Source: an optimization exercise on an open RTL-to-GDS flow (aim: small area, a short achievable clock period and few clock cycles). Production flows keep margins and buffers that such runs may drop.
RTL that was checked went through simulation tests only; none was proved equivalent to the original.
For run 1, only the layout was checked, not whether the RTL still works.
Power and IR drop assume default switching activity.

$ cat config.mk
export PLATFORM = sky130hd
export DESIGN_NAME = alu_muldiv_unit
export DESIGN_NICKNAME = alu_muldiv_unit
export VERILOG_FILES = /design/flow/design.v
export SDC_FILE = /design/flow/constraint.sdc
export NUM_CORES = 4
export LEC_CHECK = 0
export ABC_CLOCK_PERIOD_IN_PS = 6500
export CAP_MARGIN = 20
export CORE_MARGIN = 2
export CORE_UTILIZATION = 40
export PLACE_DENSITY = 0.6
export SETUP_SLACK_MARGIN = 2.5
export SLEW_MARGIN = 20
$ cat design.v
`default_nettype none
module alu_muldiv_unit #(
    parameter int WIDTH = 32,
    parameter int SHW   = $clog2(WIDTH)
) (
    input  wire logic             clk,
    input  wire logic             rst,
    input  wire logic [4:0]       ALUControl,
    input  wire logic [WIDTH-1:0] SrcA,
    input  wire logic [WIDTH-1:0] SrcB,
    input  wire logic             start,
    output logic      [WIDTH-1:0] ALUOut,
    output logic                  ZERO,
    output logic                  OVF,
    output logic                  busy,
    output logic                  done,
    output logic                  dz,
    output logic                  stall,
    output logic      [WIDTH-1:0] hi_o,
    output logic      [WIDTH-1:0] lo_o
);
    function automatic logic [5:0] bitlen(input logic [31:0] v);
        bitlen = 6'd0;
        for (int i = 0; i < 32; i++)
            if (v[i]) bitlen = 6'(i + 1);
    endfunction
    function automatic logic [31:0] rev32(input logic [31:0] v);
        for (int i = 0; i < 32; i++) rev32[i] = v[31-i];
    endfunction
    logic        r_busy, r_div, r_done, r_dz, r_negq, r_negr;
    logic [3:0]  r_cnt;
    logic [31:0] r_hi, r_lo;
    logic [33:0] r_x;      
    logic [31:0] r_y;      
    logic [4:0]  op;
    logic [31:0] a, b;
    assign op = ALUControl;
    assign a  = SrcA;
    assign b  = SrcB;
    logic [31:0] sum, diff, shres, alu;
    logic        cout_n, slt, sltu, ovf;
    logic [31:0] sh_in, sh_out;
    logic [63:0] sh_ext;
    logic        sh_left, sh_fill;
    assign sum = a + b;
    assign {cout_n, diff} = {1'b0, a} - {1'b0, b};
    assign sltu = cout_n;
    assign slt  = (a[31] ^ b[31]) ? a[31] : diff[31];
    assign sh_left = (op == 5'd9);
    assign sh_fill = (op == 5'd11) & b[31];
    assign sh_in   = sh_left ? rev32(b) : b;
    assign sh_ext  = {{32{sh_fill}}, sh_in};
    assign sh_out  = 32'(sh_ext >> a[4:0]);
    assign shres   = sh_left ? rev32(sh_out) : sh_out;
    always_comb begin
        alu = '0;
        ovf = 1'b0;
        case (op)
            5'd0:  alu = b;
            5'd1: begin
                alu = sum;
                ovf = (a[31] == b[31]) && (sum[31] != a[31]);
            end
            5'd2: begin
                alu = diff;
                ovf = (a[31] != b[31]) && (diff[31] != a[31]);
            end
            5'd3:  alu = a | b;
            5'd4:  alu = a & b;
            5'd5:  alu = a ^ b;
            5'd6:  alu = ~(a | b);
            5'd7:  alu = {31'd0, slt};
            5'd8:  alu = {31'd0, sltu};
            5'd9, 5'd10, 5'd11: alu = shres;
            5'd16: alu = hi_o;
            5'd17: alu = lo_o;
            default: alu = '0;
        endcase
    end
    assign ALUOut = alu;
    assign ZERO   = (alu == '0);
    assign OVF    = ovf;
    logic accept, is_md, is_seq;
    assign is_md  = (op[4:2] == 3'b011);                  
    assign is_seq = is_md | (op[4:2] == 3'b100);           
    assign accept = ~r_busy & start & is_md;
    assign busy  = r_busy | accept;
    assign stall = busy & is_seq;
    assign done  = r_done;
    assign dz    = r_dz;
    logic [31:0] hi_neg, lo_neg;
    assign hi_neg = ~r_hi + 32'd1;
    assign lo_neg = ~r_lo + 32'd1;
    assign hi_o = (r_done & r_negr) ? hi_neg : r_hi;
    assign lo_o = (r_done & r_negq) ? lo_neg : r_lo;
    logic        sgn, a_neg, b_neg, is_div;
    logic [31:0] mag_a, mag_b;
    assign is_div = op[1];
    assign sgn    = ~op[0];
    assign a_neg  = sgn & a[31];
    assign b_neg  = sgn & b[31];
    assign mag_a  = a_neg ? (~a + 32'd1) : a;
    assign mag_b  = b_neg ? (~b + 32'd1) : b;
    logic [5:0]  wa, wb;
    logic signed [6:0] dsh;
    logic [4:0]  dsh_odd;
    logic        b_zero, d_none;
    logic [3:0]  d_cnt;
    logic [33:0] d_al;
    assign wa      = a_neg ? bitlen(~a) + 6'd1 : bitlen(a);
    assign wb      = b_neg ? bitlen(~b | 32'd1) : bitlen(b);
    assign dsh     = $signed({1'b0, wa}) - $signed({1'b0, wb});
    assign b_zero  = (b == '0);
    assign d_none  = dsh[6] & ~b_zero;                    
    assign dsh_odd = b_zero ? 5'd31 : (dsh[4:0] | 5'd1);
    assign d_cnt   = dsh_odd[4:1];                         
    assign d_al    = {2'b00, mag_b} << dsh_odd;
    logic        uns;
    logic [2:0]  ga, gb, gm;
    logic        swap;
    logic [31:0] m_x, m_y;
    assign uns = op[0];
    function automatic logic [2:0] groups(input logic [31:0] v, input logic u);
        logic s;
        s = v[31];
        if (u & s)                       groups = 3'd4;
        else if (v == '0)                groups = 3'd0;
        else if (v[31:7]  == {25{s}})    groups = 3'd1;
        else if (v[31:15] == {17{s}})    groups = 3'd2;
        else if (v[31:23] == {9{s}})     groups = 3'd3;
        else                             groups = 3'd4;
    endfunction
    assign ga   = groups(a, uns);
    assign gb   = groups(b, uns);
    assign swap = (gb > ga);
    assign m_y  = swap ? a : b;
    assign m_x  = swap ? b : a;
    assign gm   = swap ? ga : gb;
    logic [8:0]  ybits;
    logic [63:0] acc_new;
    always_comb begin
        case (r_cnt[1:0])
            2'd0: ybits = {r_y[7:0], 1'b0};
            2'd1: ybits = r_y[15:7];
            2'd2: ybits = r_y[23:15];
            default: ybits = r_y[31:23];
        endcase
    end
    logic [63:0] pp [4];
    always_comb begin
        for (int j = 0; j < 4; j++) begin
            logic y0, y1, y2, one, two, neg;
            logic [33:0] mag;
            y0  = ybits[2*j];
            y1  = ybits[2*j+1];
            y2  = ybits[2*j+2];
            one = y1 ^ y0;
            two = (y2 ^ y1) & ~one;
            neg = y2;
            mag = one ? {r_x[32], r_x[32:0]} : (two ? {r_x[32:0], 1'b0} : 34'd0);
            pp[j] = 64'($signed(neg ? ~mag : mag)) << (2*j);
        end
    end
    logic [63:0] negs;
    always_comb begin
        negs = '0;
        for (int j = 0; j < 4; j++) negs[2*j] = ybits[2*j+2];
    end
    assign acc_new = {r_hi[23:0], r_lo, 8'd0} + pp[0] + pp[1] + pp[2] + pp[3] + negs;
    logic [34:0] t1, t2;
    logic        ge1, ge2;
    logic [31:0] r1, r2;
    logic [33:0] dx1;
    assign dx1 = {1'b0, r_x[33:1]};
    assign t1  = {3'b000, r_hi} - {1'b0, r_x};
    assign ge1 = ~t1[34];
    assign r1  = ge1 ? t1[31:0] : r_hi;
    assign t2  = {3'b000, r1} - {1'b0, dx1};
    assign ge2 = ~t2[34];
    assign r2  = ge2 ? t2[31:0] : r1;
    logic last;
    assign last = (r_cnt == 4'd0);
    always_ff @(posedge clk) begin
        if (rst) begin
            r_busy <= 1'b0;
            r_done <= 1'b0;
            r_dz   <= 1'b0;
            r_negq <= 1'b0;
            r_negr <= 1'b0;
            r_hi   <= '0;
            r_lo   <= '0;
        end else begin
            r_done <= 1'b0;
            r_hi   <= hi_o;
            r_lo   <= lo_o;
            if (accept) begin
                r_div <= is_div;
                if (is_div) begin
                    r_busy <= ~d_none;
                    r_done <= d_none;
                    r_cnt  <= d_cnt;
                    r_x    <= d_al;
                    r_hi   <= mag_a;
                    r_lo   <= '0;
                    r_dz   <= b_zero;
                    r_negq <= a_neg ^ b_neg;
                    r_negr <= a_neg;
                end else begin
                    r_busy <= (gm != 3'd0);
                    r_done <= (gm == 3'd0);
                    r_cnt  <= {2'b00, gm[1:0] - 2'd1};
                    r_x    <= {1'b0, ~uns & m_x[31], m_x};
                    r_y    <= m_y;
                    r_hi   <= '0;
                    r_lo   <= (uns & m_y[31]) ? m_x : '0;
                    r_dz   <= 1'b0;
                    r_negq <= 1'b0;
                    r_negr <= 1'b0;
                end
            end else if (r_busy) begin
                r_cnt <= r_cnt - 4'd1;
                if (last) begin
                    r_busy <= 1'b0;
                    r_done <= 1'b1;
                end
                if (r_div) begin
                    r_x  <= {2'b00, r_x[33:2]};
                    r_hi <= r2;
                    r_lo <= {r_lo[29:0], ge1, ge2};
                end else begin
                    {r_hi, r_lo} <= acc_new;
                end
            end else if (start) begin
                if (op == 5'd18) r_hi <= a;
                if (op == 5'd19) r_lo <= a;
            end
        end
    end
endmodule
`default_nettype wire
$ cat run.sh
#!/bin/bash
# synth_recipe.tcl (not shown) runs the flow's synth.tcl, then flattens the netlist and writes it again
# the make line also repeats each setting of config.mk as NAME=value (left out here)
make -C /OpenROAD-flow-scripts/flow DESIGN_CONFIG=/design/flow/config.mk WORK_HOME=/design/flow/orfs CLKGATE_MAP_FILE= SYNTH_SCRIPT=/design/flow/synth_recipe.tcl finish
$ cat constraint.sdc
create_clock -name core_clock -period 9.5 [get_ports {clk}]
set_input_delay 1.9000 -clock core_clock [delete_from_list [all_inputs] [get_ports {clk}]]
set_output_delay 1.9000 -clock core_clock [all_outputs]
set_load 0.01 [all_outputs]
==> reports/metrics.yaml, run 1 <==
status:
  status: "complete, no violations"
sta:
  setup_violations: 0
  worst-slew-pin-transition_ps: 1184
  hold_violations: 0
  fin_crit_sh_pct: 84.78
  clock-skew-final_ps: 19.85
  maxSlewViolCount: 0
  min_period_ps: 8054
  slew_headroom_pct: 20.22
  rsz0062_at_grt: "yes"
  fmax_ghz: 0.1242
  fin_ws_ps: 1446
global_routing:
  grt_max_degree: 67
  grt_overflow: 0
  antenna_found_initial: 24
  grt_pass1_wl_mm: 324.3
  track_usage_pct: 47.32
  grt_pass1_vias: 43070
routing:
  drt_pre_antenna_iters: 12
  m1WireLength_mm: 85.22
  dr.max_layer_used: "met5"
  wl_mm: 236.9
  route.met3.wl_mm: 32.22
  num_vias: 47900
  detail_route.wl_per_cell_um: 34.50
  wl_met2_mm: 94.46
  antenna_left: 0
  drt_iter0_drc: 7952
  drc: 0
  avgViaCountPerCell: 6.976
synthesis:
  synth-xor-area-share_pct: 5.382
  synth-edff-count: 71
  synthFlopType: "edfxtp_1"
  synth_compound_area_share_pct: 34.84
  netlist_instances: 5177
  syn_area_per_cell_um2: 7.198
  syn_nets: 5681
  synth_fa_ha_area_share_pct: 18.11
  yosys.area_share.simple_pct: 18.18
  synth_mux_area_share_pct: 5.698
  synth_top_family_by_area: "compound AO/OA/AOI/OAI gates"
  synth.distinct_cells: 94
  seq_area_frac_synth_pct: 9.429
  syn-cell-area_um2: 37260
  synth-async-reset-ratio_pct: 0
  yosys_warnings: 2
  synth_seq_cells: 140
critical_path:
  rr_endpoint: "r_hi[30]"
  cp_max_fo: 4
  rr_worst_depth: 33
  cp.arrival_ps: 6150
  ff2ff_setup_slack_ps: 1900
  startpoint_type: "primary input"
  critPathRequiredTime_ps: 7600
  critPathKind: "primary input to output pin"
  crit_path_end_kind: "output pin"
  r2r-start: "r_cnt[0]"
layout:
  area.sequential_um2: 3515
  final_cell_count_no_fill: 6867
  multi_input_area_um2: 34400
  finalNetCount: 6105
  final_util_pct: 53.20
  syn_to_final_growth_pct: 31.26
  drive_gt1_share_pct: 25.15
  design_area_um2: 48910
  fillers: 8959
hold_path:
  min-delay-start: "r_negr"
  hp-class: "register to register"
  hold-path-cell-count: 2
  holdPathEnd: "r_negr"
die:
  floorplan.initialDensity_pct: 40.53
  io_pins: 174
  die-area_um2: 95620
  die_h_um: 309.2
  rows: 111
  die_w_um: 309.2
  core_um2: 91940
clock_tree:
  cts_buffer_depth: 2
  cts-root-buf: "clkbuf_16"
  postCtsHoldBufs: 0
  clk_pin_slew_worst_paths_ps: 60
  insertion_delay_ps: 480
  cts_buffers: 17
  cts_tree: "built"
  h-tree-depth: 4
  clkSinkCount: 140
place:
  hpwl_mm: 176.2
  gp_congestion: 1.126
  place_area_um2: 41950
  placed_cells: 6544
  dpl_worst_slack_ps: 95.43
  io_buffers: 173
power:
  ir_worst_vdd_v: 0.0001362
  p_per_area_nw_per_um2: 135.6
  total_power_w: 0.006631
  p_leak_nw: 19.53
job:
  cap_violations: 0
## worst max path at each step
stage                     startpoint   end  slack [ps]  depth (start not counted)
after global placement       SrcA[8]  ZERO         -90                         17
after CTS                   SrcA[19]  ZERO        1220                         23
after floorplan              SrcA[2]  ZERO        1610                         26
after global routing        SrcB[18]  ZERO        1320                         24
final                       SrcB[18]  ZERO        1450                         24
after detailed placement     SrcA[8]  ZERO         100                         24
## cell usage after synthesis (30+ instances only)
cell        n  share of area [%]
or3_1      31               0.52
o221ai_1   34               0.80
a21o_1     94                1.9
a31oi_1    61                1.0
a221oi_1   97                2.3
xor2_1     49                1.2
and3_1     36               0.60
nor3_1     99                1.3
o21ai_0   433                5.8
o31ai_1    34               0.68
nand2b_1   36               0.60
xnor2_1   180                4.2
a21oi_1   402                5.4
buf_1      39               0.39
dfxtp_1    69                3.7
o211ai_1   73                1.5
nor4_1     39               0.65
a22oi_1   106                2.1
mux4_2     42                2.5
inv_1     372                3.7
ha_1      253                8.5
o21a_1     31               0.62
a222oi_1   45                1.2
mux2i_1    64                1.7
nor2_1    557                5.6
fa_1      179                9.6
a211oi_1  178                3.6
edfxtp_1   71                5.7
and2_1     30               0.50
nand4_1    36               0.60
nand2_1   463                4.7
nand3_1    87                1.2
clkbuf_1  344                3.5
o21bai_1   32               0.64
## critical path: stages
cell and delay, ps:
buf_8 80, clkinvlp_4 230, ha_4 390, inv_6 30, a21o_1 170, a21o_1 190, a21oi_2 180, o21bai_1 110
a21oi_2 180, a21oi_2 80, o41a_1 370, a21oi_2 160, o21ai_1 70, a221o_1 310, fa_2 440, a22oi_2 170
nand2_1 100, a2111oi_4 200, buf_4 160, and3_4 170, o211a_1 150, nand4_1 80, nor2_2 90, buf_2 130
## layer usage
layer | GRT usage (%) | vias up
li1 | - | 20050
met1 | 59.22 | 22810
met2 | 66.76 | 3922
met3 | 14.51 | 1091
met4 | 38.41 | 28
met5 | 0 | -
## sequential cells by signal (all words and copies together), names as in the netlist
| name | cells |
|---|---|
| r_x | 34 |
| r_y | 32 |
| r_done | 1 |
| r_cnt | 4 |
| r_hi | 32 |
| r_div | 1 |
| r_lo | 32 |
| r_dz | 1 |
| r_negr | 1 |
| r_busy | 1 |
| r_negq | 1 |
## power breakdown
group | internal, W | switching (W) | total (W)
Sequential | 0.000652 | 0.0000350 | 0.000687
Clock | 0.000390 | 0.000301 | 0.000691
Combinational | 0.00217 | 0.00309 | 0.00525
## cells by family (layout without fill, tap and decap cells)
kind of cell / count (synthesis) / in the layout
flops: 140 / 140
compound gates: 1927 / 1931
mux: 143 / 143
buf+inv: 796 / 1225
other cells: 0 / 10
simple gates: 1510 / 1514
xor+xnor: 229 / 229
fa+ha+maj: 432 / 432
## layout make-up
type / instances / share of cell area, %
diodes: 10 / 0.05116
clock buffers: 21 / 0.9004
clock inverters: 11 / 0.2737
inverters: 384 / 3.185
multi-input cells: 4249 / 70.32
flip-flops and latches: 140 / 7.185
well taps: 1243 / 3.180
repair buffers: 809 / 14.91
## placed cells by master, fill, tap and decap left out, types with 48 or more instances in the layout
cell | netlist | final
fa_1 | 179 | 169
inv_1 | 372 | 313
a221oi_1 | 97 | 51
nand2_1 | 463 | 446
a21o_1 | 94 | 93
a21oi_1 | 402 | 347
nor3_1 | 99 | 81
ha_1 | 253 | 175
buf_4 | 13 | 504
a22oi_1 | 106 | 99
nor2_1 | 557 | 531
o21ai_0 | 433 | 373
dfxtp_1 | 69 | 68
buf_6 | 7 | 96
xnor2_1 | 180 | 155
a31oi_1 | 61 | 48
mux2i_1 | 64 | 55
a211oi_1 | 178 | 151
nand3_1 | 87 | 82
o211ai_1 | 73 | 73
ha_4 | 0 | 59
clkdlybuf4s50_1 | 0 | 85
edfxtp_1 | 71 | 71
## what timing repair did
item / in CTS / in global routing
setup buffers: 170 / 93
setup endpoints to repair: 132 / 124
gates cloned: 10 / 7
gates resized for setup: 782 / 413
pin swaps: 174 / 248
## metrics by stage
stage / TNS (ps) / hold slack [ps]
floorplan: 0 / 453.8
global placement: -92.49 / 468.4
detailed placement: 0 / 480.0
CTS: 0 / 490.3
global route: 0 / 496.6
finish: 0 / 497.0
==> inputs of run 2 (changes only) <==
--- a/design.v
+++ b/design.v
@@ -26,2 +26,10 @@
     endfunction
+    function automatic logic [31:0] lowor(input logic [31:0] v);
+        logic [31:0] t;
+        t = {v[30:0], 1'b0};
+        for (int l = 0; l < 5; l++)
+            for (int i = 0; i < 32; i++)
+                if ((i >> l) & 1) t[i] = t[i] | t[((i >> l) << l) - 1];
+        lowor = t;
+    endfunction
     function automatic logic [31:0] rev32(input logic [31:0] v);
@@ -91,4 +99,4 @@
     logic [31:0] hi_neg, lo_neg;
-    assign hi_neg = ~r_hi + 32'd1;
-    assign lo_neg = ~r_lo + 32'd1;
+    assign hi_neg = r_hi ^ lowor(r_hi);
+    assign lo_neg = r_lo ^ lowor(r_lo);
     assign hi_o = (r_done & r_negr) ? hi_neg : r_hi;
@@ -101,4 +109,4 @@
     assign b_neg  = sgn & b[31];
-    assign mag_a  = a_neg ? (~a + 32'd1) : a;
-    assign mag_b  = b_neg ? (~b + 32'd1) : b;
+    assign mag_a  = a ^ ({32{a_neg}} & lowor(a));
+    assign mag_b  = b ^ ({32{b_neg}} & lowor(b));
     logic [5:0]  wa, wb;
@@ -149,6 +157,9 @@
     logic [63:0] pp [4];
-    always_comb begin
+    logic [63:0] nk;
+    always_comb begin
+        nk = '0;
+        nk[63:33] = 31'h7FFFFFAB;    
         for (int j = 0; j < 4; j++) begin
             logic y0, y1, y2, one, two, neg;
-            logic [33:0] mag;
+            logic [33:0] mag, p;
             y0  = ybits[2*j];
@@ -160,12 +171,19 @@
             mag = one ? {r_x[32], r_x[32:0]} : (two ? {r_x[32:0], 1'b0} : 34'd0);
-            pp[j] = 64'($signed(neg ? ~mag : mag)) << (2*j);
-        end
-    end
-    logic [63:0] negs;
-    always_comb begin
-        negs = '0;
-        for (int j = 0; j < 4; j++) negs[2*j] = ybits[2*j+2];
-    end
-    assign acc_new = {r_hi[23:0], r_lo, 8'd0} + pp[0] + pp[1] + pp[2] + pp[3] + negs;
-    logic [34:0] t1, t2;
+            p   = neg ? ~mag : mag;
+            pp[j] = 64'({~p[33], p[32:0]}) << (2*j);
+            nk[2*j] = neg;
+        end
+    end
+    function automatic logic [127:0] csa(input logic [63:0] x, y, z);
+        csa = {((x & y) | (x & z) | (y & z)) << 1, x ^ y ^ z};
+    endfunction
+    logic [63:0] s1, c1, s2, c2, s3, c3, s4, c4, acc8;
+    logic        acc_co;
+    assign acc8 = {r_hi[23:0], r_lo, 8'd0};
+    assign {c1, s1} = csa(pp[0], pp[1], pp[2]);
+    assign {c2, s2} = csa(pp[3], acc8, nk);
+    assign {c3, s3} = csa(s1, c1, s2);
+    assign {c4, s4} = csa(s3, c3, c2);
+    amd_pfx_add #(64) u_mcpa (.a(s4), .b(c4), .cin(1'b0), .s(acc_new), .cout(acc_co));
+    logic [33:0] t1, t2;
     logic        ge1, ge2;
@@ -174,7 +192,5 @@
     assign dx1 = {1'b0, r_x[33:1]};
-    assign t1  = {3'b000, r_hi} - {1'b0, r_x};
-    assign ge1 = ~t1[34];
+    amd_pfx_add #(34) u_ds1 (.a({2'b00, r_hi}), .b(~r_x), .cin(1'b1), .s(t1), .cout(ge1));
     assign r1  = ge1 ? t1[31:0] : r_hi;
-    assign t2  = {3'b000, r1} - {1'b0, dx1};
-    assign ge2 = ~t2[34];
+    amd_pfx_add #(34) u_ds2 (.a({2'b00, r1}), .b(~dx1), .cin(1'b1), .s(t2), .cout(ge2));
     assign r2  = ge2 ? t2[31:0] : r1;
@@ -239,2 +255,36 @@
 endmodule
+module amd_pfx_add #(
+    parameter int N = 32
+) (
+    input  wire logic [N-1:0] a,
+    input  wire logic [N-1:0] b,
+    input  wire logic         cin,
+    output logic      [N-1:0] s,
+    output logic              cout
+);
+    localparam int L = $clog2(N + 1);
+    logic [N:0] g, p, gg, pp;
+    always_comb begin
+        g  = {a & b, cin};
+        p  = {a ^ b, 1'b0};
+        gg = g;
+        pp = p;
+        for (int l = 0; l < L; l++) begin
+            for (int i = N; i >= 0; i--)
+                if (((i + 1) % (2 << l)) == 0) begin
+                    gg[i] = gg[i] | (pp[i] & gg[i - (1 << l)]);
+                    pp[i] = pp[i] & pp[i - (1 << l)];
+                end
+        end
+        for (int l = L - 1; l >= 0; l--) begin
+            for (int i = N; i >= 0; i--)
+                if (((i + 1) % (2 << l)) == (1 << l) && i >= (2 << l)) begin
+                    gg[i] = gg[i] | (pp[i] & gg[i - (1 << l)]);
+                    pp[i] = pp[i] & pp[i - (1 << l)];
+                end
+        end
+        s    = p[N:1] ^ gg[N-1:0];
+        cout = gg[N];
+    end
+endmodule
 `default_nettype wire
--- a/config.mk
+++ b/config.mk
@@ -7,8 +7,8 @@
 export LEC_CHECK = 0
-export ABC_CLOCK_PERIOD_IN_PS = 6500
+export ABC_AREA = 1
 export CAP_MARGIN = 20
 export CORE_MARGIN = 2
-export CORE_UTILIZATION = 40
+export CORE_UTILIZATION = 45
 export PLACE_DENSITY = 0.6
-export SETUP_SLACK_MARGIN = 2.5
+export SETUP_SLACK_MARGIN = 1.0
 export SLEW_MARGIN = 20
==> run 2 against run 1 <==
Against the previous run:
- worst hold slack worse by 32 ps
- worst setup slack worse by 350 ps
- largest cell class unchanged
- synthesized area down 14%
- die area down 23%
- combinational power down 37%
- critical path type unchanged
- sequential power down 0.9%
- critical path depth down 5
==> reports/metrics.yaml, run 2 <==
routing:
  wl_mm: 180.6
  avgViaCountPerCell: 6.340
  drc: 0
  drt_pre_antenna_iters: 6
  drt_iter0_drc: 5369
  detail_route.wl_per_cell_um: 29.70
  antenna_left: 0
  num_vias: 38550
clock_tree:
  postCtsHoldBufs: 0
  clk_pin_slew_worst_paths_ps: 70
  h-tree-depth: 4
  insertion_delay_ps: 460
  clkSinkCount: 140
  cts_buffer_depth: 2
  cts-root-buf: "clkbuf_16"
  cts_tree: "built"
  cts_buffers: 17
global_routing:
  track_usage_pct: 47.60
  antenna_found_initial: 13
  grt_pass1_wl_mm: 253.2
  grt_max_degree: 92
  grt_overflow: 0
  grt_pass1_vias: 35380
critical_path:
  critPathRequiredTime_ps: 7600
  crit_path_end_kind: "output pin"
  critPathKind: "primary input to output pin"
  cp.arrival_ps: 6500
  ff2ff_setup_slack_ps: 1170
  cp_max_fo: 11
  startpoint_type: "primary input"
place:
  gp_congestion: 1.063
  io_buffers: 173
  place_area_um2: 36040
  hpwl_mm: 144.1
sta:
  clock-skew-final_ps: 15.89
  slew_headroom_pct: 8.538
  hold_violations: 0
  min_period_ps: 8402
  worst-slew-pin-transition_ps: 1367
  maxSlewViolCount: 0
  rsz0062_at_grt: "yes"
  fin_crit_sh_pct: 88.44
  fmax_ghz: 0.1190
  setup_violations: 0
  setup_tns_ps: 0
power:
  ir_worst_vdd_v: 0.0002055
  internal_power_w: 0.002210
  p_comb_share_pct: 70.4
  p_leak_nw: 16.99
  swShare_pct: 52.96
  p_sw_w: 0.002488
  p_per_area_nw_per_um2: 125.8
  seqPwrFrac_pct: 14.5
  p_clk_share_pct: 15.1
synthesis:
  syn_area_per_cell_um2: 6.549
  seq_area_frac_synth_pct: 10.97
  yosys_warnings: 4
  yosysMostFrequentCell: "nand2_1"
  synth_seq_cells: 140
  synthFlopType: "edfxtp_1"
  synth-async-reset-ratio_pct: 0
  synth_top_area_cell: "ha_1"
  synth-edff-count: 71
  synth.distinct_cells: 66
  netlist_instances: 4892
  synth_commonest_cells: "1,006 x nand2_1, 543 x o21ai_0, 481 x inv_1"
  syn_nets: 5449
  synth_top_cell_area_share_pct: 12.85
  syn-cell-area_um2: 32040
  synth_area_leaders: "ha_1 13%, nand2_1 12%, fa_1 9.7%, o21ai_0 8.5%, xor2_1 7.2%"
layout:
  area.sequential_um2: 3515
  multi_input_area_um2: 25780
  syn_to_final_growth_pct: 16.58
  final_cell_mix: "1,001 x nand2_1, 517 x o21ai_0, 473 x inv_1"
  finalNetCount: 5679
  largest_reg_flops: 34
  design_area_um2: 37350
  final_util_pct: 53.15
  drive_gt1_share_pct: 10.28
  fillers: 7230
  largest-register: "r_x"
  final_common_cell: "nand2_1"
hold_path:
  hp-class: "register to register"
die:
  core_um2: 70270
  floorplan.initialDensity_pct: 45.59
  die_w_um: 270.8
  rows: 97
  die_h_um: 270.8
  die-area_um2: 73350
  io_pins: 174
job:
  cap_violations: 0
status:
  status: "complete, no violations"
-- run 2: cell count changes in the layout (fill, tap and decap cells not counted), sizes merged, moves of 82 or more --
cell	before	now
nor2	559	359
xnor2	180	41
clkdlybuf4s50	85	167
inv	371	512
nand2	463	1013
a22oi	106	11
nand3	87	186
o21ai	443	587
a211oi	178	30
buf	669	312
o22ai	23	157
xor2	49	262
-- run 2: layout make-up --
| class | count | area share (%) |
|---|---|---|
| well taps | 940 | 3.149 |
| repair buffers | 484 | 11.01 |
| multi-input cells | 3917 | 69.04 |
| inverters | 562 | 5.705 |
| diodes | 6 | 0.04020 |
| flip-flops and latches | 140 | 9.410 |
| clock buffers | 17 | 1.139 |
| clock inverters | 15 | 0.5125 |
-- run 2: worst max-delay path, cell delays in order --
cell	delay, ps
clkdlybuf4s50_1	570
buf_4	340
nand2_1	190
nor3_2	610
inv_1	120
nand2_1	100
o21ai_0	110
o21ai_0	610
o21ai_0	220
nand2_1	90
nand2_1	70
a21oi_1	160
o21ai_0	160
buf_4	190
o2111ai_1	70
a21oi_1	100
o211ai_1	180
buf_4	160
clkdlybuf4s50_1	530
-- run 2: power groups by stage --
stage,Combinational [W],Clock [W],Sequential (W)
5_1_grt,0.00358,0.000729,0.000682
3_5_place_dp,0.00305,0,0.000693
6_report,0.00331,0.000711,0.000681
2_1_floorplan,0.00197,0,0.000681
4_1_cts,0.00312,0.000704,0.000679
3_3_place_gp,0.00303,0,0.000693
-- run 2: repair_timing --
item,4_1_cts,5_1_grt
endpoints found under the setup margin,41,43
resized for setup,40,87
pin swaps,10,26
setup buffers,11,19
-- run 2: layer usage --
layer  share of wire (%)  up-vias  global-route usage, %
met5               0.025        -                      0
met4                 9.7        8                  37.18
met3                  12      712                  12.04
met2                  41     2682                  70.75
met1                  37    18050                  58.62
li1                    -    17100                      -
-- run 2: final timing paths --
check | cells after the start | start | end
max | 19 | ALUControl[0] | ALUOut[26]
min | 2 | r_negr | r_negr
max reg2reg | 44 | r_cnt[0] | r_hi[30]
min reg2reg | 2 | r_negr | r_negr
-- run 2: kinds of logic (layout without fill, tap and decap cells) --
| logic type | after synthesis | in the layout | share of synthesized area [%] |
|---|---|---|---|
| and+or+nand+nor | 1680 | 1680 | 21.73 |
| adders and majority gates | 485 | 485 | 22.60 |
| other | 0 | 6 | 0 |
| DFF | 140 | 140 | 10.97 |
| xor gates and xnor gates | 303 | 303 | 8.283 |
| AOI/OAI and AO/OA | 1438 | 1438 | 26.02 |
| muxes | 11 | 11 | 0.3437 |
| buffers and inverters | 835 | 1078 | 10.07 |
-- run 2: stage by stage --
| step | cells | hold slack, ps | total power [W] | setup slack, ps |
|---|---|---|---|---|
| after floorplan | 4892 | 428.1 | 0.002648 | 1431 |
| after CTS | 6056 | 467.1 | 0.004503 | 979.6 |
| after global placement | 6013 | 438.7 | 0.003725 | 312.2 |
| after global routing | 6075 | 500.3 | 0.004993 | 758.3 |
| final | 6081 | 465.3 | 0.004698 | 1098 |
| after detailed placement | 6013 | 449.8 | 0.003744 | 221.7 |
Testbench counts of run 2, summed over its fixed seeds: cycles 6,323.
==> inputs of run 3 (changes only) <==
--- a/design.v
+++ b/design.v
@@ -42,2 +42,3 @@
     logic [31:0] r_y;      
+    logic [8:0]  r_yb;     
     logic [4:0]  op;
@@ -47,4 +48,4 @@
     assign b  = SrcB;
-    logic [31:0] sum, diff, shres, alu;
-    logic        cout_n, slt, sltu, ovf;
+    logic [31:0] addr, bx, shres, alu;
+    logic        co, sub, slt, sltu, ovf;
     logic [31:0] sh_in, sh_out;
@@ -52,6 +53,7 @@
     logic        sh_left, sh_fill;
-    assign sum = a + b;
-    assign {cout_n, diff} = {1'b0, a} - {1'b0, b};
-    assign sltu = cout_n;
-    assign slt  = (a[31] ^ b[31]) ? a[31] : diff[31];
+    assign sub  = ~op[0] | op[1];
+    assign bx   = b ^ {32{sub}};
+    assign {co, addr} = {1'b0, a} + {1'b0, bx} + {32'd0, sub};
+    assign sltu = ~co;
+    assign slt  = (a[31] ^ b[31]) ? a[31] : addr[31];
     assign sh_left = (op == 5'd9);
@@ -62,29 +64,28 @@
     assign shres   = sh_left ? rev32(sh_out) : sh_out;
+    logic [31:0] alu_o, zk;
+    logic        s_as, s_lt, lt, z_as, z_o;
     always_comb begin
-        alu = '0;
-        ovf = 1'b0;
+        alu_o = '0;
         case (op)
-            5'd0:  alu = b;
-            5'd1: begin
-                alu = sum;
-                ovf = (a[31] == b[31]) && (sum[31] != a[31]);
-            end
-            5'd2: begin
-                alu = diff;
-                ovf = (a[31] != b[31]) && (diff[31] != a[31]);
-            end
-            5'd3:  alu = a | b;
-            5'd4:  alu = a & b;
-            5'd5:  alu = a ^ b;
-            5'd6:  alu = ~(a | b);
-            5'd7:  alu = {31'd0, slt};
-            5'd8:  alu = {31'd0, sltu};
-            5'd9, 5'd10, 5'd11: alu = shres;
-            5'd16: alu = hi_o;
-            5'd17: alu = lo_o;
-            default: alu = '0;
+            5'd0:  alu_o = b;
+            5'd3:  alu_o = a | b;
+            5'd4:  alu_o = a & b;
+            5'd5:  alu_o = a ^ b;
+            5'd6:  alu_o = ~(a | b);
+            5'd9, 5'd10, 5'd11: alu_o = shres;
+            5'd16: alu_o = hi_o;
+            5'd17: alu_o = lo_o;
+            default: alu_o = '0;
         endcase
     end
+    assign s_as = (op == 5'd1) | (op == 5'd2);
+    assign s_lt = (op == 5'd7) | (op == 5'd8);
+    assign lt   = op[0] ? slt : sltu;
+    assign alu  = s_as ? addr : (s_lt ? {31'd0, lt} : alu_o);
+    assign ovf  = s_as & (a[31] == bx[31]) & (addr[31] != a[31]);
+    assign zk   = (a ^ bx) ^ {a[30:0] | bx[30:0], sub};
+    assign z_as = ~|zk;
+    assign z_o  = ~|alu_o;
     assign ALUOut = alu;
-    assign ZERO   = (alu == '0);
+    assign ZERO   = s_as ? z_as : (s_lt ? ~lt : z_o);
     assign OVF    = ovf;
@@ -146,12 +147,13 @@
     assign gm   = swap ? ga : gb;
-    logic [8:0]  ybits;
+    function automatic logic [8:0] ygroup(input logic [31:0] y, input logic [1:0] g);
+        case (g)
+            2'd0:    ygroup = {y[7:0], 1'b0};
+            2'd1:    ygroup = y[15:7];
+            2'd2:    ygroup = y[23:15];
+            default: ygroup = y[31:23];
+        endcase
+    endfunction
+    logic [8:0]  ybits;       
     logic [63:0] acc_new;
-    always_comb begin
-        case (r_cnt[1:0])
-            2'd0: ybits = {r_y[7:0], 1'b0};
-            2'd1: ybits = r_y[15:7];
-            2'd2: ybits = r_y[23:15];
-            default: ybits = r_y[31:23];
-        endcase
-    end
+    assign ybits = r_yb;
     logic [63:0] pp [4];
@@ -186,3 +188,3 @@
     assign {c4, s4} = csa(s3, c3, c2);
-    amd_pfx_add #(64) u_mcpa (.a(s4), .b(c4), .cin(1'b0), .s(acc_new), .cout(acc_co));
+    amd_pfx_add #(64, 1) u_mcpa (.a(s4), .b(c4), .cin(1'b0), .s(acc_new), .cout(acc_co));
     logic [33:0] t1, t2;
@@ -229,2 +231,3 @@
                     r_y    <= m_y;
+                    r_yb   <= ygroup(m_y, gm[1:0] - 2'd1);
                     r_hi   <= '0;
@@ -247,2 +250,3 @@
                     {r_hi, r_lo} <= acc_new;
+                    r_yb         <= ygroup(r_y, r_cnt[1:0] - 2'd1);
                 end
@@ -256,3 +260,4 @@
 module amd_pfx_add #(
-    parameter int N = 32
+    parameter int N    = 32,
+    parameter int FAST = 0
 ) (
@@ -271,15 +276,25 @@
         pp = p;
-        for (int l = 0; l < L; l++) begin
-            for (int i = N; i >= 0; i--)
-                if (((i + 1) % (2 << l)) == 0) begin
-                    gg[i] = gg[i] | (pp[i] & gg[i - (1 << l)]);
-                    pp[i] = pp[i] & pp[i - (1 << l)];
-                end
-        end
-        for (int l = L - 1; l >= 0; l--) begin
-            for (int i = N; i >= 0; i--)
-                if (((i + 1) % (2 << l)) == (1 << l) && i >= (2 << l)) begin
-                    gg[i] = gg[i] | (pp[i] & gg[i - (1 << l)]);
-                    pp[i] = pp[i] & pp[i - (1 << l)];
-                end
+        if (FAST != 0) begin
+            for (int l = 0; l < L; l++) begin
+                for (int i = N; i >= 0; i--)
+                    if ((i >> l) & 1) begin
+                        gg[i] = gg[i] | (pp[i] & gg[((i >> l) << l) - 1]);
+                        pp[i] = pp[i] & pp[((i >> l) << l) - 1];
+                    end
+            end
+        end else begin
+            for (int l = 0; l < L; l++) begin
+                for (int i = N; i >= 0; i--)
+                    if (((i + 1) % (2 << l)) == 0) begin
+                        gg[i] = gg[i] | (pp[i] & gg[i - (1 << l)]);
+                        pp[i] = pp[i] & pp[i - (1 << l)];
+                    end
+            end
+            for (int l = L - 1; l >= 0; l--) begin
+                for (int i = N; i >= 0; i--)
+                    if (((i + 1) % (2 << l)) == (1 << l) && i >= (2 << l)) begin
+                        gg[i] = gg[i] | (pp[i] & gg[i - (1 << l)]);
+                        pp[i] = pp[i] & pp[i - (1 << l)];
+                    end
+            end
         end
--- a/config.mk
+++ b/config.mk
@@ -12,3 +12,3 @@
 export PLACE_DENSITY = 0.6
-export SETUP_SLACK_MARGIN = 1.0
+export SETUP_SLACK_MARGIN = 1.5
 export SLEW_MARGIN = 20
==> run 3 against run 2 <==
Against the previous run:
- total power fell by 16%
- die area up 4.1%
- non-clock buffer count shrank 61
- cell count grew 3.0%
- synthesized area increased by 4.2%
- clock power up 2%
- worst hold slack better by 14 ps
- final area grew 1.8%
- register-to-register slack better by 810 ps
- core utilization is 1.2 points lower
- global-route usage down 0.59 points
- first-iteration DRC count grew 4.6%
- critical endpoint is now ZERO
- largest cell class unchanged
==> reports/metrics.yaml, run 3 <==
routing:
  detail_route.wl_per_cell_um: 29.70
  drt_pre_antenna_iters: 8
  antenna_left: 0
  drc: 0
  wl_mm: 186.1
  avgViaCountPerCell: 6.327
  num_vias: 39640
  drt_iter0_drc: 5618
layout:
  final_util_pct: 51.96
  final_common_cell: "nand2_1"
  finalNetCount: 5849
  drive_gt1_share_pct: 8.808
  syn_to_final_growth_pct: 13.98
  fillers: 7607
  final_cell_count_no_fill: 6266
  final_cell_mix: "998 x nand2_1, 608 x inv_1, 536 x o21ai_0"
  largest_reg_flops: 34
  largest-register: "r_x"
place:
  dpl_worst_slack_ps: 145.7
  hpwl_mm: 147.3
  gp_congestion: 1.122
  io_buffers: 173
  placed_cells: 6188
critical_path:
  ff2ff_setup_slack_ps: 1980
  critPathKind: "primary input to output pin"
  cp.arrival_ps: 6020
  startpoint_type: "primary input"
  critPathRequiredTime_ps: 7600
  crit_path_end_kind: "output pin"
  rr_worst_depth: 48
  r2r-start: "r_x[1]"
  cp_max_fo: 10
  rr_endpoint: "r_hi[2]"
die:
  die_w_um: 276.3
  floorplan.initialDensity_pct: 45.58
  core_um2: 73210
  io_pins: 174
  die-area_um2: 76350
  die_h_um: 276.3
  rows: 99
clock_tree:
  h-tree-depth: 4
  cts_buffer_depth: 2
  cts_tree: "built"
  clk_pin_slew_worst_paths_ps: 70
  clkSinkCount: 149
  insertion_delay_ps: 460
  cts-root-buf: "clkbuf_16"
  cts_buffers: 17
  postCtsHoldBufs: 0
synthesis:
  syn-cell-area_um2: 33370
  seq_area_frac_synth_pct: 11.34
  yosys_warnings: 4
  synth.distinct_cells: 78
  synth_seq_cells: 149
  synth_commonest_cells: "1,007 x nand2_1, 614 x inv_1, 552 x o21ai_0"
  yosysMostFrequentCell: "nand2_1"
  synth_area_leaders: "ha_1 13%, nand2_1 11%, o21ai_0 8.3%, xor2_1 7.8%, fa_1 7.7%"
  synth-edff-count: 80
  syn_area_per_cell_um2: 6.476
  synth_top_cell_area_share_pct: 13.50
  netlist_instances: 5153
  syn_nets: 5713
  synthFlopType: "edfxtp_1"
  synth-async-reset-ratio_pct: 0
  synth_top_area_cell: "ha_1"
sta:
  worst-slew-pin-transition_ps: 1215
  hold_violations: 0
  hold_ws_ps: 479.1
  clock-skew-final_ps: 24.30
  setup_tns_ps: 0
  min_period_ps: 7918
  fmax_ghz: 0.1263
  rsz0062_at_grt: "yes"
  fin_ws_ps: 1582
  maxSlewViolCount: 0
  slew_headroom_pct: 18.37
  fin_crit_sh_pct: 83.34
  setup_violations: 0
global_routing:
  grt_max_degree: 70
  use_met1_pct: 61.54
  use_met2_pct: 67.98
  grt_overflow: 0
  grt.busiest_layer: "met2"
  grt_pass1_vias: 36010
  antenna_found_initial: 18
  grt.met3_usage_pct: 10.56
  grt_pass1_wl_mm: 260.9
  track_usage_pct: 47.01
power:
  ir_worst_vdd_v: 0.0001264
  p_per_area_nw_per_um2: 104.0
  p_leak_nw: 17.55
hold_path:
  holdPathEnd: "r_negr"
  hp-class: "register to register"
  min-delay-start: "r_negr"
  hold-path-cell-count: 2
status:
  status: "complete, no violations"
job:
  cap_violations: 0
-- run 3: cell count changes after synthesis, sizes merged, moves of 34 or more --
| cell | previous run | this run |
|---|---|---|
| a21oi | 376 | 474 |
| clkinv | 55 | 21 |
| inv | 507 | 644 |
| o21ai | 587 | 700 |
| o22ai | 157 | 34 |
| xor2 | 262 | 296 |
-- run 3: cells by family (layout without fill, tap and decap cells) --
logic type,Yosys count,in the layout,synth area share [%]
other,0,5,0
adder cells (fa/ha/maj),488,488,21.18
AND/OR/NAND/NOR,1633,1633,19.85
flip-flops,149,149,11.34
XOR/XNOR,342,342,8.999
multiplexers,20,20,0.5999
buffers and inverters,971,1120,11.21
AO/OA/AOI/OAI,1550,1550,26.82
-- run 3: repair_timing --
action / CTS / global route
endpoints found under the setup margin: 19 / 92
gates resized for setup: 34 / 83
cloned: 0 / 1
pin swaps: 13 / 25
hold endpoints to repair: 0 / 0
setup buffers: 13 / 27
-- run 3: critical path: stages --
cell	delay (ps)
clkdlybuf4s50_1	890
xor2_1	380
ha_1	440
a21oi_1	210
o21ai_0	120
a21oi_2	180
o21ai_2	130
a21oi_4	210
inv_2	50
nand2_1	70
nand2_2	90
a21oi_2	210
o21ai_1	100
xor2_1	220
inv_2	60
o21ai_1	150
nand2_2	100
nand3_1	110
nand2_2	80
nand2_2	100
nand2_2	70
buf_2	140
-- run 3: metal layers --
metal / routed length [um] / part of all wire [%]
met5: 147 / 0.079
met4: 16820 / 9.0
met3: 22500 / 12
met2: 74510 / 40
met1: 72110 / 39
-- run 3: stage by stage --
| stage | cell area (um2) | power, W |
|---|---|---|
| after CTS | 37510 | 0.003806 |
| final | 38040 | 0.003957 |
| after global routing | 38030 | 0.004150 |
| after floorplan | 33370 | 0.002181 |
| after global placement | 36740 | 0.003067 |
| after detailed placement | 36740 | 0.003072 |
-- run 3: worst max-delay path by stage --
| stage | start | end | slack (ps) | depth (start not counted) |
|---|---|---|---|---|
| 2_1_floorplan | ALUControl[0] | ALUOut[0] | 1850 | 30 |
| 3_3_place_gp | ALUControl[0] | ZERO | 200 | 34 |
| 3_5_place_dp | ALUControl[0] | ZERO | 150 | 34 |
| 4_1_cts | ALUControl[0] | ZERO | 1400 | 34 |
| 5_1_grt | ALUControl[3] | ZERO | 1370 | 27 |
| 6_report | SrcB[12] | ZERO | 1580 | 22 |
-- run 3: power by group --
group / switching [W] / internal, W
Combinational: 0.00168 / 0.000824
Sequential: 0.0000324 / 0.000694
Clock: 0.000367 / 0.000358
-- run 3: layout make-up --
class | instances | area [um2] | area share, %
diodes | 5 | 12.51 | 0.03289
clock buffers | 17 | 425.4 | 1.118
clock inverters | 15 | 176.4 | 0.4638
inverters | 665 | 2525 | 6.638
multi-input cells | 4033 | 26170 | 68.81
flip-flops and latches | 149 | 3785 | 9.951
well taps | 959 | 1200 | 3.155
repair buffers | 423 | 3740 | 9.832
Testbench counts of run 3, summed over its fixed seeds: cycles 6,323.
==> inputs of run 4 (changes only) <==
==> flow/run.sh (new file) <==
#!/bin/bash
# Standard layout, with the ports buffered by buf_2 cells (in place of the
# default delay-buffer cells) and repair free to resize across footprints.
set -euo pipefail
cd "$(dirname "${BASH_SOURCE[0]}")/.."
bash standard.sh 'BUFFER_PORTS_ARGS=-buffer_cell sky130_fd_sc_hd__buf_2' \
    MATCH_CELL_FOOTPRINT=0 finish > flow_make.log 2>&1
==> standard.sh (new file) <==
#!/bin/bash
# synth_recipe.tcl (not shown) runs the flow's synth.tcl, then flattens the netlist and writes it again
# the make line also repeats each setting of config.mk as NAME=value (left out here)
make -C /OpenROAD-flow-scripts/flow DESIGN_CONFIG=/design/flow/config.mk WORK_HOME=/design/flow/orfs CLKGATE_MAP_FILE= SYNTH_SCRIPT=/design/flow/synth_recipe.tcl "${@:-finish}"
removed: run.sh
==> run 4 against run 3 <==
Against the previous run:
- still clean
- final area is 4.3% lower
- combinational power decreased by 4%
- clock skew fell by 3.7 ps
- cell count decreased by 1.3%
==> reports/metrics.yaml, run 4 <==
layout:
  finalNetCount: 5760
  largest_reg_flops: 34
  largest-register: "r_x"
  drive_gt1_share_pct: 10.19
  final_common_cell: "nand2_1"
  final_cell_mix: "999 x nand2_1, 607 x inv_1, 542 x o21ai_0"
  fillers: 7790
  syn_to_final_growth_pct: 9.085
synthesis:
  netlist_instances: 5153
  synth_area_leaders: "ha_1 13%, nand2_1 11%, o21ai_0 8.3%, xor2_1 7.8%, fa_1 7.7%"
  synth_seq_cells: 149
  seq_area_frac_synth_pct: 11.34
  synth-async-reset-ratio_pct: 0
  synth-edff-count: 80
  yosys_warnings: 4
  yosysMostFrequentCell: "nand2_1"
  synth_commonest_cells: "1,007 x nand2_1, 614 x inv_1, 552 x o21ai_0"
  synth_top_area_cell: "ha_1"
  syn_nets: 5713
  syn-cell-area_um2: 33370
  synthFlopType: "edfxtp_1"
  synth.distinct_cells: 78
  synth_top_cell_area_share_pct: 13.50
  syn_area_per_cell_um2: 6.476
clock_tree:
  insertion_delay_ps: 490
  postCtsHoldBufs: 0
  clkSinkCount: 149
  clk_pin_slew_worst_paths_ps: 70
  cts_buffer_depth: 2
  h-tree-depth: 4
  cts_buffers: 17
  cts_tree: "built"
  cts-root-buf: "clkbuf_16"
routing:
  num_vias: 39450
  avgViaCountPerCell: 6.381
  drt_iter0_drc: 5949
  detail_route.wl_per_cell_um: 29.88
  drc: 0
  drt_pre_antenna_iters: 7
  antenna_left: 0
  wl_mm: 184.7
hold_path:
  hold-path-cell-count: 2
  hp-class: "register to register"
  min-delay-start: "r_negr"
  holdPathEnd: "r_negr"
critical_path:
  rr_worst_depth: 47
  startpoint_type: "primary input"
  r2r-start: "r_x[2]"
  rr_endpoint: "r_hi[2]"
  critPathKind: "primary input to register"
  cp_max_fo: 28
  ff2ff_setup_slack_ps: 1970
  crit_path_end_kind: "register"
  cp.arrival_ps: 8060
  critPathRequiredTime_ps: 9610
sta:
  fmax_ghz: 0.1258
  hold_ws_ps: 471.5
  fin_crit_sh_pct: 83.70
  setup_violations: 0
  setup_tns_ps: 0
  clock-skew-final_ps: 20.57
  maxSlewViolCount: 0
  slew_headroom_pct: 11.18
  rsz0062_at_grt: "yes"
  hold_violations: 0
  min_period_ps: 7952
  worst-slew-pin-transition_ps: 1318
status:
  status: "complete, no violations"
global_routing:
  grt_pass1_wl_mm: 260.4
  grt_pass1_vias: 35570
  antenna_found_initial: 19
  grt_max_degree: 70
  track_usage_pct: 46.89
  grt_overflow: 0
power:
  p_per_area_nw_per_um2: 106.8
  ir_worst_vdd_v: 0.0001375
  p_leak_nw: 17.22
die:
  die_h_um: 276.3
  floorplan.initialDensity_pct: 45.58
  die_w_um: 276.3
  rows: 99
  core_um2: 73210
  io_pins: 174
  die-area_um2: 76350
place:
  io_buffers: 173
  gp_congestion: 1.093
  hpwl_mm: 144.3
job:
  cap_violations: 0
run 4: cell counts after synthesis:
Identical to the previous run, type by type.
run 4: worst max path at each step:
| stage | endpoint | start | slack (ps) |
|---|---|---|---|
| 6_report | r_yb[7] | SrcB[1] | 1550 |
| 3_3_place_gp | ZERO | ALUControl[0] | 960 |
| 3_5_place_dp | ZERO | ALUControl[0] | 880 |
| 2_1_floorplan | ALUOut[0] | ALUControl[0] | 1850 |
| 5_1_grt | ALUOut[0] | ALUControl[0] | 1380 |
| 4_1_cts | ZERO | ALUControl[0] | 1470 |
run 4: final cells by class:
class	count	area (um2)	area share, %
clock buffers	22	496.7	1.365
multi-input cells	4033	26120	71.76
flip-flops and latches	149	3785	10.40
repair buffers	334	2153	5.915
inverters	665	2512	6.902
clock inverters	10	107.6	0.2956
diodes	10	25.02	0.06874
well taps	959	1200	3.296
run 4: stage by stage:
step	cells	worst slack, ps	total power (W)	cell area [um2]	utilization (%)
3_3_place_gp	6117	956.8	0.003002	35330	48.25
2_1_floorplan	5153	1847	0.002181	33370	-
6_report	6182	1548	0.003887	36400	49.73
4_1_cts	6155	1466	0.003755	36050	49.24
3_5_place_dp	6117	880.9	0.003008	35330	48.25
5_1_grt	6172	1376	0.004082	36380	49.69
run 4: per-layer routing:
| metal | vias up | global-route usage, % | part of all wire [%] |
|---|---|---|---|
| li1 | 17410 | - | - |
| met1 | 18440 | 61.05 | 38 |
| met2 | 2886 | 65.76 | 39 |
| met3 | 698 | 12.67 | 13 |
| met4 | 10 | 35.35 | 9.2 |
| met5 | - | 0 | 0.035 |
run 4: logic make-up after synthesis:
kind of cell | Yosys count | share of synthesized area [%]
adder cells (fa/ha/maj) | 488 | 21.18
multiplexers | 20 | 0.5999
flip-flops | 149 | 11.34
buffers and inverters | 971 | 11.21
AO/OA/AOI/OAI | 1550 | 26.82
XOR/XNOR | 342 | 8.999
AND/OR/NAND/NOR | 1633 | 19.85
run 4: worst max-delay path, stage by stage:
cell      delay [ps]
buf_2            140
buf_4            240
nor2_1           140
inv_1             60
nor2_1           130
inv_1             50
nor2_1           130
inv_1            110
nor3_1           160
and3_1           630
o21ai_0          370
ha_1             410
nand2_1           50
o21ai_0          200
nand2_2          410
o21ai_0         1050
ha_1             850
clkinv_1         500
nand2_1          180
a32oi_1          310
run 4: where the power goes:
part	switching (W)	internal (W)	total, W
sequential	0.0000302	0.000694	0.000725
combinational	0.00168	0.000748	0.00242
clock	0.000335	0.000404	0.000739
run 4: timing repair:
| item | in CTS | in global routing |
|---|---|---|
| setup endpoints to repair | 8 | 57 |
| pin swaps | 5 | 29 |
| gates resized for setup | 15 | 56 |
| setup buffers | 6 | 17 |
==> inputs of run 5 (changes only) <==
==> flow/run.sh (replaced) <==
#!/bin/bash
# Standard layout, except: synthesis leaves adders to ABC (no full/half-adder
# cell mapping), the ports are buffered by buf_2 cells (in place of the
# default delay-buffer cells), and repair may resize across footprints.
set -euo pipefail
cd "$(dirname "${BASH_SOURCE[0]}")/.."
bash standard.sh ADDER_MAP_FILE= \
    'BUFFER_PORTS_ARGS=-buffer_cell sky130_fd_sc_hd__buf_2' \
    MATCH_CELL_FOOTPRINT=0 finish > flow_make.log 2>&1
--- a/config.mk
+++ b/config.mk
@@ -12,3 +12,3 @@
 export PLACE_DENSITY = 0.6
-export SETUP_SLACK_MARGIN = 1.5
+export SETUP_SLACK_MARGIN = 2.0
 export SLEW_MARGIN = 20
==> run 5 against run 4 <==
Against the previous run:
- fmax grew 6.5%
- critical endpoint is now ALUOut[20]
- total power fell by 1.3%
- synthesized area up 1.6%
- largest power group unchanged
- clock skew down 2.0 ps
- register-to-register slack better by 1000 ps
- synthesized cell count grew 23%
- global-route usage up 2.2 points
- die area increased by 1.5%
- via count increased by 16%
- sequential power is 0.6% higher
- clock-buffer cell count is 5 lower
- worst setup slack gained 490 ps
==> reports/metrics.yaml, run 5 <==
status:
  status: "complete, no violations"
layout:
  largest-register: "r_x"
  fillers: 8092
  area.sequential_um2: 3785
  final_cell_mix: "1,965 x nand2_1, 601 x inv_1, 553 x nor2_1"
  syn_to_final_growth_pct: 13.71
  multi_input_area_um2: 26980
  drive_gt1_share_pct: 13.60
  largest_reg_flops: 34
  finalNetCount: 6559
  final_common_cell: "nand2_1"
synthesis:
  synth_commonest_cells: "1,997 x nand2_1, 627 x inv_1, 574 x nor2_1"
  synth_mux_area_share_pct: 0.2067
  synth.distinct_cells: 78
  yosys.area_share.simple_pct: 38.88
  seq_area_frac_synth_pct: 11.16
  syn_area_per_cell_um2: 5.357
  synthFlopType: "edfxtp_1"
  netlist_instances: 6327
  yosysMostFrequentCell: "nand2_1"
  synth_seq_cells: 149
  synth_area_leaders: "nand2_1 22%, xor2_1 11%, o21ai_0 7.6%, a21oi_1 7.3%, edfxtp_1 7.1%"
  synth-xor-area-share_pct: 12.41
  syn-cell-area_um2: 33890
  synth_top_family_by_area: "simple AND/OR/NAND/NOR gates"
  yosys_warnings: 4
  synth_fa_ha_area_share_pct: 0.1218
  synth_compound_area_share_pct: 25.10
  synth-async-reset-ratio_pct: 0
  synth-edff-count: 80
  syn_nets: 6399
  synth_top_area_cell: "nand2_1"
  synth_top_cell_area_share_pct: 22.12
sta:
  fmax_ghz: 0.1340
  setup_violations: 0
  clock-skew-final_ps: 18.59
  hold_violations: 0
  slew_headroom_pct: 4.808
  worst-slew-pin-transition_ps: 1423
  min_period_ps: 7464
  setup_tns_ps: 0
  maxSlewViolCount: 0
  fin_crit_sh_pct: 78.57
  rsz0062_at_grt: "yes"
clock_tree:
  cts_tree: "built"
  insertion_delay_ps: 490
  cts_buffers: 17
  cts_buffer_depth: 2
  cts-root-buf: "clkbuf_16"
  clkSinkCount: 149
  h-tree-depth: 4
  clk_pin_slew_worst_paths_ps: 70
critical_path:
  critPathKind: "primary input to output pin"
  cp_common_cell: "buf_4"
  path_cells: "buf_2 > clkinvlp_4 > nand2_1 > o21ai_1 > o21ai_1 > o21ai_1 > o21ai_2 > nand2_1 > o21ai_1 > o21ai_1 > nand2_1 > nand3_2 > o21ai_1 > a221oi_2 > buf_4 > buf_4 > buf_4 > buf_4 > buf_4 > buf_4 > buf_4 > o21ai_0 > buf_2"
  cp.arrival_ps: 5560
  critPathBufInv: 10
  crit_path_end_kind: "output pin"
  startpoint_type: "primary input"
  slowest_stage: "clkinvlp_4"
  cp_max_fo: 8
  critPathRequiredTime_ps: 7600
  path_delay_family: "buffers and inverters"
  slowest_delay_ps: 450
place:
  gp_congestion: 1.081
  io_buffers: 173
  hpwl_mm: 152.7
global_routing:
  grt_overflow: 0
  antenna_found_initial: 12
  grt_pass1_wl_mm: 277.9
  grt_pass1_vias: 40170
  track_usage_pct: 49.09
  grt_max_degree: 69
routing:
  detail_route.wl_per_cell_um: 26.49
  antenna_left: 0
  num_vias: 45680
  drt_iter0_drc: 7266
  drc: 0
  drt_pre_antenna_iters: 9
  avgViaCountPerCell: 6.112
  wl_mm: 198.0
die:
  rows: 100
  io_pins: 174
  floorplan.initialDensity_pct: 45.53
  core_um2: 74450
  die-area_um2: 77530
  die_w_um: 278.4
  die_h_um: 278.4
job:
  cap_violations: 0
power:
  total_power_w: 0.003836
  ir_worst_vdd_v: 0.0001503
  p_leak_nw: 18.91
  p_per_area_nw_per_um2: 99.54
hold_path:
  hp-class: "register to register"
-- run 5: cell count changes after synthesis, moves of 34 or more --
cell / before / now
nand2_1: 1007 / 1997
ha_1: 360 / 0
nand3_1: 151 / 379
nor2_1: 360 / 574
fa_1: 128 / 0
xor2_1: 296 / 412
o21ai_1: 134 / 48
or2_1: 2 / 54
o22ai_1: 34 / 84
o21ai_0: 552 / 512
a211oi_1: 35 / 1
-- run 5: logic make-up (layout without fill, tap and decap cells) --
group                    Yosys count  in the layout
AND/OR/NAND/NOR                 3201           3205
AO/OA/AOI/OAI                   1463           1463
buffers and inverters           1028           1197
XOR/XNOR                         475            475
flip-flops                       149            149
multiplexers                       7              7
adder cells (fa/ha/maj)            4              4
other                              0              6
-- run 5: worst reg2reg max path: cells and delay by family (launching register included) --
| kind | cells | cell delay (ps) |
|---|---|---|
| compound gates | 2 | 500 |
| simple gates | 22 | 3580 |
| flops | 1 | 330 |
| buf+inv | 5 | 1150 |
| xor+xnor | 4 | 790 |
-- run 5: worst paths after layout --
check,slack [ps],from,end,cells after the start
setup / recovery,2040,SrcB[25],ALUOut[20],23
hold reg to reg,470,r_dz,r_dz,2
hold / removal,470,r_dz,r_dz,2
setup reg to reg,3010,r_yb[2],r_hi[24],33
-- run 5: cell type report --
type / count / area share (%)
repair buffers: 441 / 8.103
clock inverters: 15 / 0.4675
clock buffers: 17 / 1.104
flip-flops and latches: 149 / 9.821
multi-input cells: 5154 / 70.01
well taps: 969 / 3.146
inverters: 724 / 7.305
diodes: 6 / 0.03896
-- run 5: through the flow --
stage	util [%]	area [um2]	cells	setup slack [ps]	hold slack, ps
5_1_grt	51.75	38520	7469	1862	504.6
2_1_floorplan	-	33890	6327	2433	445.6
3_5_place_dp	47.69	35500	7282	1007	456.1
6_report	51.77	38540	7475	2036	469.8
3_3_place_gp	47.68	35500	7281	1016	451.8
4_1_cts	50.12	37310	7411	1963	466.4
-- run 5: timing repair --
item / CTS / global route
endpoints found under the hold margin: 0 / 0
cloned: 2 / 4
hold buffers: 0 / 0
gates resized for setup: 160 / 249
pin swaps: 48 / 83
setup buffers: 95 / 53
setup endpoints to repair: 19 / 17
-- run 5: report_power, final --
| part | total [W] | switching (W) | internal [W] |
|---|---|---|---|
| Combinational | 0.00240 | 0.00166 | 0.000739 |
| Clock | 0.000709 | 0.000354 | 0.000355 |
| Sequential | 0.000729 | 0.0000331 | 0.000696 |
-- run 5: metal layers --
metal | GRT usage [%] | vias to the layer above | wire length, um
met3 | 15.52 | 825 | 27240
met2 | 70.55 | 3243 | 78500
met4 | 39.17 | 20 | 19310
met5 | 0 | - | 136
li1 | - | 20980 | -
met1 | 60.15 | 20620 | 72850
==> inputs of run 6 (changes only) <==
--- a/config.mk
+++ b/config.mk
@@ -12,3 +12,3 @@
 export PLACE_DENSITY = 0.6
-export SETUP_SLACK_MARGIN = 2.0
+export SETUP_SLACK_MARGIN = 2.6
 export SLEW_MARGIN = 20
==> run 6 against run 5 <==
Against the previous run:
- critical path type unchanged
- final area fell by 0.27%
- largest cell class unchanged
- cell count is 0.20% lower
- core utilization shrank 0.14 points
- via count rose by 1.1%
- sequential power about the same
- worst hold slack got worse by 2.6 ps
- critical endpoint is now ZERO
==> reports/metrics.yaml, run 6 <==
clock_tree:
  clkSinkCount: 149
  cts_tree: "built"
  cts_buffer_depth: 2
  insertion_delay_ps: 480
  cts-root-buf: "clkbuf_16"
  h-tree-depth: 4
  clk_pin_slew_worst_paths_ps: 70
  cts_buffers: 17
routing:
  drt_iter0_drc: 6871
  avgViaCountPerCell: 6.194
  detail_route.wl_per_cell_um: 26.66
  drc: 0
  antenna_left: 0
  num_vias: 46210
  wl_mm: 198.9
  drt_pre_antenna_iters: 10
die:
  io_pins: 174
  die_h_um: 278.4
  die_w_um: 278.4
  core_um2: 74450
  floorplan.initialDensity_pct: 45.53
  die-area_um2: 77530
  rows: 100
global_routing:
  grt_pass1_vias: 40250
  antenna_found_initial: 11
  track_usage_pct: 49.28
  grt_overflow: 0
  grt_pass1_wl_mm: 278.9
  grt_max_degree: 65
critical_path:
  slowest_stage: "nor4b_1"
  cp_common_cell: "buf_4"
  rr_endpoint: "r_hi[24]"
  critPathBufInv: 16
  r2r-start: "r_yb[2]"
  rr_worst_depth: 34
  critPathKind: "primary input to output pin"
  cp_max_fo: 6
  startpoint_type: "primary input"
  crit_path_end_kind: "output pin"
  path_delay_family: "buffers and inverters"
  slowest_delay_ps: 610
  critPathRequiredTime_ps: 7600
  cp.arrival_ps: 5730
  ff2ff_setup_slack_ps: 3120
layout:
  drive_gt1_share_pct: 12.61
  fillers: 8128
  multi_input_area_um2: 26890
  final_cell_count_no_fill: 7460
  largest_reg_flops: 34
  largest-register: "r_x"
  finalNetCount: 6539
  syn_to_final_growth_pct: 13.40
  final_common_cell: "nand2_1"
  design_area_um2: 38440
  final_cell_mix: "1,963 x nand2_1, 609 x inv_1, 552 x nor2_1"
  area.sequential_um2: 3785
hold_path:
  hp-class: "register to register"
  holdPathEnd: "r_dz"
  hold-path-cell-count: 2
  min-delay-start: "r_dz"
power:
  p_per_area_nw_per_um2: 100.9
  ir_worst_vdd_v: 0.0001372
  total_power_w: 0.003879
  p_leak_nw: 18.83
synthesis:
  yosys_warnings: 4
  synth_commonest_cells: "1,997 x nand2_1, 627 x inv_1, 574 x nor2_1"
  syn_area_per_cell_um2: 5.357
  syn-cell-area_um2: 33890
  synth_area_leaders: "nand2_1 22%, xor2_1 11%, o21ai_0 7.6%, a21oi_1 7.3%, edfxtp_1 7.1%"
  seq_area_frac_synth_pct: 11.16
  synth-edff-count: 80
  synth_top_area_cell: "nand2_1"
  yosysMostFrequentCell: "nand2_1"
  synth_seq_cells: 149
  synth_top_cell_area_share_pct: 22.12
  syn_nets: 6399
  synthFlopType: "edfxtp_1"
  synth.distinct_cells: 78
  netlist_instances: 6327
  synth-async-reset-ratio_pct: 0
place:
  placed_cells: 7272
  place_area_um2: 35470
  io_buffers: 173
  gp_congestion: 1.111
  hpwl_mm: 150.8
sta:
  setup_violations: 0
  worst-slew-pin-transition_ps: 1146
  fin_crit_sh_pct: 80.30
  min_period_ps: 7629
  hold_ws_ps: 467.2
  fmax_ghz: 0.1311
  hold_violations: 0
  clock-skew-final_ps: 12.07
  rsz0062_at_grt: "yes"
  setup_tns_ps: 0
  slew_headroom_pct: 22.79
  maxSlewViolCount: 0
job:
  cap_violations: 0
status:
  status: "complete, no violations"
-- run 6: cell types whose count changed in the layout (fill, tap and decap cells not counted), moves of 5 or more --
cell,before,now
buf_12,6,13
buf_2,163,157
buf_4,245,203
buf_6,18,37
diode_2,6,11
inv_1,601,609
inv_2,63,55
o21ai_0,393,439
o21ai_1,110,105
o21ai_2,59,14
xor2_1,402,397
-- run 6: routing by layer --
metal  GRT usage [%]  share of wire, %
met2           70.61                39
met1           59.16                36
met5               0             0.052
met4           40.49                10
met3           17.17                14
-- run 6: worst register-to-register path: cells and delay by family (launching register included) --
| kind | cells | cell delay (ps) |
|---|---|---|
| AND/OR/NAND/NOR | 23 | 3490 |
| buffers and inverters | 5 | 1150 |
| XOR/XNOR | 4 | 730 |
| AO/OA/AOI/OAI | 2 | 600 |
| flip-flops | 1 | 340 |
-- run 6: layout make-up --
| cell class | count | area share [%] |
|---|---|---|
| timing repair buffer | 418 | 8.018 |
| inverter | 724 | 7.334 |
| antenna | 11 | 0.07161 |
| multi-input combinational | 5155 | 69.97 |
| clock buffer | 17 | 1.107 |
| sequential | 149 | 9.847 |
| timing repair inverter | 2 | 0.03255 |
| clock inverter | 15 | 0.4688 |
| tap | 969 | 3.154 |
-- run 6: timing repair --
action                                  4_1_cts  5_1_grt
hold endpoints to repair                      0        0
endpoints found under the setup margin       68       82
cloned                                        6        1
hold buffers                                  0        0
buffers inserted                             95       42
pin swaps                                    46       38
resized for setup                           218      120
-- run 6: worst max-delay path by stage --
stage	from	endpoint	slack, ps	depth (start not counted)
final	ALUControl[0]	ZERO	1870	26
after floorplan	ALUControl[1]	ALUOut[30]	2580	30
after global placement	ALUControl[0]	ZERO	1030	27
after detailed placement	ALUControl[0]	ALUOut[27]	1000	30
after global routing	ALUControl[2]	ZERO	1680	30
after CTS	ALUControl[2]	ZERO	2110	29
-- run 6: cell families after synthesis --
group	Yosys count	share of synthesized area, %
AND/OR/NAND/NOR	3201	38.88
AO/OA/AOI/OAI	1463	25.10
buffers and inverters	1028	12.12
XOR/XNOR	475	12.41
flip-flops	149	11.16
multiplexers	7	0.2067
adder cells (fa/ha/maj)	4	0.1218
-- run 6: power breakdown --
| group | switching [W] | leakage [nW] | internal (W) |
|---|---|---|---|
| clock | 0.000358 | 0.291 | 0.000355 |
| combinational | 0.00168 | 17.3 | 0.000761 |
| sequential | 0.0000342 | 1.29 | 0.000696 |
| total | 0.00207 | 18.8 | 0.00181 |
-- run 6: through the flow --
| stage | worst slack (ps) | utilization (%) |
|---|---|---|
| final | 1871 | 51.63 |
| after global placement | 1026 | 47.64 |
| after detailed placement | 997.6 | 47.64 |
| after global routing | 1682 | 51.59 |
| after CTS | 2105 | 50.47 |
| after floorplan | 2583 | - |

[what the ideal ports hide]
The flow's constraints put no driver on any port. The routed layouts listed below were extracted and timed again, unchanged, in two steps.
Step 1: set_driving_cell puts a clkbuf_16 on clk and a buf_2 on each other input, an assumption about the parent block.
Step 2 times the ports against the registers' clock, not the clock port: input delays grow and output delays shrink by t, the midpoint of the rising clock arrivals with the driver on.
Slacks: ideal / step 1 / step 2; pairs: ideal / step 1.
run | shift t [ns] | slack for setup (ns) | worst setup path after step 2 | slew at the worst register clock pin (ns)
run 1 | 0.537 | 1.446 / 1.385 / 1.385 | input to output | 0.08 / 0.08
run 2 | 0.519 | 1.098 / 1.068 / 0.960 | input to register | 0.08 / 0.08
run 3 | 0.516 | 1.582 / 1.555 / 1.367 | input to register | 0.09 / 0.09
run 4 | 0.551 | 1.548 / 1.529 / 1.044 | input to register | 0.08 / 0.08
run 5 | 0.540 | 2.036 / 2.013 / 1.756 | input to register | 0.09 / 0.09
run 6 | 0.538 | 1.871 / 1.795 / 1.795 | input to output | 0.08 / 0.08
After both steps every run listed still meets setup and hold. For run 4, which loses most, drivers alone change the setup slack by -0.019 ns; drivers and shift together by -0.504 ns.
